From an optimization exercise on the open Yosys and OpenROAD flow, aimed at small area, a short achievable clock period and few clock cycles per item; shortcuts taken in it are not production practice. RTL that was checked went through simulation tests only; none was proved equivalent to the original. Power figures rest on the tool's default switching activity, not on a simulated workload.

before:
## grid_mesh_index_generator_unit
module grid_mesh_index_generator_unit (
   input  logic                              clock,
   input  logic                              reset,
   input  logic                              req_tvalid,
   output logic                              req_tready,
   input  logic [gmig_pkg::REQ_DATA_W-1:0]   req_tdata,    
   output logic                              rsp_tvalid,
   input  logic                              rsp_tready,
   output logic [gmig_pkg::RSP_DATA_W-1:0]   rsp_tdata,
   output logic [gmig_pkg::RSP_USER_W-1:0]   rsp_tuser,    
   output logic                              rsp_tlast,
   input  logic                              csr_valid,
   output logic                              csr_ready,
   input  logic [gmig_pkg::CSR_INDEX_W-1:0]  csr_index,
   input  gmig_pkg::cfg_type                 csr_wdata
);
   typedef logic [23:0] idx_t;
   typedef logic [11:0] cnt_t;
   gmig_pkg::cfg_type x, rows, layers;
   logic geo_good, geo_ambig;
   logic csr_hit;
   assign csr_ready = 1'b1;
   assign csr_hit   = csr_valid && (csr_index != 2'd3);
   gmig_geom u_geom (
      .clock     (clock),
      .reset     (reset),
      .csr_write (csr_hit),
      .csr_index (csr_index),
      .csr_wdata (csr_wdata),
      .x_count   (x),
      .rows      (rows),
      .layers    (layers),
      .x_is1     (x_is1),
      .r_is1     (r_is1),
      .l_is1     (l_is1),
      .geo_good  (geo_good),
      .geo_ambig (geo_ambig)
   );
   logic x_is1, r_is1, l_is1;
   idx_t ra, rc, q_ff;
  ...
For scale: about 2700 cells after synthesis, about 190 I/O pins, ~18000 µm² of cells after synthesis.
clock: 8.0 ns
lec_check: 0
abc_area: 1
cap_margin: 20
core_margin: 2
core_utilization: 40
cts_buf_list: sky130_fd_sc_hd__clkbuf_4 sky130_fd_sc_hd__clkbuf_8
place_density: 0.6
setup_slack_margin: 3.0
slew_margin: 20
tns_end_percent: 5
standard.sh (not shown) runs the stock make flow with config.mk's settings and CLKGATE_MAP_FILE= SYNTH_SCRIPT=/design/flow/synth_recipe.tcl, a recipe that flattens the netlist after the stock synthesis.
==> flow/flow/run.sh <==
#!/bin/bash
# The standard layout, with the port buffers that ORFS inserts made from plain
# buf_2 cells instead of its default pick (a slow delay buffer).
set -euo pipefail
export BUFFER_PORTS_ARGS="-buffer_cell sky130_fd_sc_hd__buf_2"
bash standard.sh finish > standard_flow.log 2>&1
#### Input delta (after over before)
--- a/flow/design.v
+++ b/flow/design.v
@@ -183,14 +183,18 @@
    idx_t delta;
    logic cin;
    logic ent, cap_q;
    cnt_t kc_s, rc_s, lc_s;
    logic half_s;
    logic s_line, s_cell, s_fb, s_lr;
-   logic chk_bit;
-   assign chk_bit = chk_stage ? layers[chk_idx] : rows[chk_idx];
+   logic chk_add_ff;
+   logic [3:0] chk_idx_m1, chk_nidx;
+   logic       chk_nbit;
+   assign chk_idx_m1 = chk_idx - 4'd1;
+   assign chk_nidx   = chk_xfer ? chk_idx : chk_idx_m1;
+   assign chk_nbit   = chk_stage ? layers[chk_nidx] : rows[chk_nidx];
    always_comb begin
       delta  = '0;
       cin    = 1'b1;
       ent    = 1'b0;
       cap_q  = 1'b0;
       kc_s   = kc;
@@ -258,13 +262,13 @@
             rc_s   = rows[11:0];
             lc_s   = lc - 12'd1;
             delta  = 24'(x);
          end
       end
       if (chk_run) begin
-         delta = (chk_xfer || !chk_bit) ? '0 : (chk_stage ? q_ff : 24'(x));
+         delta = chk_add_ff ? (chk_stage ? q_ff : 24'(x)) : '0;
          cin   = 1'b0;
       end
    end
    idx_t base_a, op_a, base_c, op_c, sum_c;
    logic cin_a, cin_c;
    logic [24:0] sum_a;
@@ -382,20 +386,14 @@
    always_ff @(posedge clock) begin
       if (take) begin
          first_ff <= restart ? 1'b1 : (first_ff && !cap_q);
       end
    end
    idx_t ob, od;
-   logic [13:0] ob_lo, od_lo;
-   logic [23:13] ra_inc, rc_inc;
-   assign ob_lo  = {1'b0, ra[12:0]} + {1'b0, e_ff};
-   assign ra_inc = ra[23:13] + 11'd1;
-   assign ob     = {ob_lo[13] ? ra_inc : ra[23:13], ob_lo[12:0]};
-   assign od_lo  = {1'b0, rc[12:0]} + {1'b0, e_ff[12:1], e_ff[0] & cnt2_ff};
-   assign rc_inc = rc[23:13] + 11'd1;
-   assign od     = {od_lo[13] ? rc_inc : rc[23:13], od_lo[12:0]};
+   assign ob = ra + 24'(e_ff);
+   assign od = rc + 24'({e_ff[12:1], e_ff[0] & cnt2_ff});
    always_ff @(posedge clock) begin
       if (take && !restart && cap_q) begin
          q_ff <= ob;
       end else if (chk_run && chk_xfer) begin
          q_ff <= ob;    
       end
@@ -419,25 +417,28 @@
             chk_run   <= 1'b1;
             chk_stage <= 1'b0;
             chk_xfer  <= 1'b1;
             chk_idx   <= 4'd12;
             ext_ff    <= 3'd0;
             cout_ff   <= 1'b0;
+            chk_add_ff <= 1'b0;
          end
       end else if (chk_xfer) begin
          chk_xfer <= 1'b0;
          cout_ff  <= 1'b0;
+         chk_add_ff <= chk_nbit;
          if (ext_tot != 3'd0) begin
             chk_run    <= 1'b0;
             exact_done <= 1'b1;
             exact_ok   <= 1'b1;
          end
       end else begin
          ext_ff  <= ext_n;
          cout_ff <= sum_a[24];
-         chk_idx <= chk_idx - 4'd1;
+         chk_idx <= chk_idx_m1;
+         chk_add_ff <= (chk_idx != 4'd0) && chk_nbit;
          if (chk_idx == 4'd0) begin
             if (!chk_stage) begin
                chk_stage <= 1'b1;
                chk_xfer  <= 1'b1;
                chk_idx   <= 4'd12;
             end else begin
==> results.txt <==
- Between after and before, the difference in period utilization is negligible.
- On fmax, before tracks after almost exactly.
- after vs. before: number of enable-type register cells in the synthesized netlist went up by about 0.7%.
- Compared with before, after shows a lower met1 track utilization from global routing.
- after improves on before in power attributed to the clock group.
- after — flip-flop and latch share of the layout cell area 0.20 points higher, before as reference
- Measured against after, the power of before comes out at 1.06 times the reference value.
Testbench counts of after, summed over its fixed seeds: cycles 23,230, items 23,024.
For before, only the layout was checked, not whether the RTL still works.

port drivers added, routing unchanged:
In the flow no input, the clock included, has a driving cell. The finished layouts below were timed again as built, in two steps. Step 1 (the two cells are an assumption about what drives the block):
set clk [get_ports {clock}]
set_driving_cell -lib_cell sky130_fd_sc_hd__clkbuf_16 $clk
set_driving_cell -lib_cell sky130_fd_sc_hd__buf_2 [delete_from_list [all_inputs] $clk]
Step 2 times the ports against the registers' clock, not the clock port: input delays grow and output delays shrink by t, the midpoint of the rising clock arrivals with the driver on. Slacks: no drivers / after step 1 / after step 2; pairs: no drivers / after step 1.
| run | shift t [ns] | slack for setup (ns) | hold slack, ns | worst setup path at the end | worst slew at a driven data input, ns |
|---|---|---|---|---|---|
| before | 0.662 | 2.955 / 2.905 / 2.593 | 0.470 / 0.470 / 0.470 | input to register | 0.03 |
| after | 0.668 | 2.950 / 2.894 / 2.625 | 0.445 / 0.445 / 0.445 | input to register | 0.03 |
After both steps setup and hold are still met in every run listed. The setup slack of before, which loses most, moves by -0.050 ns with the drivers and by -0.362 ns with both steps.
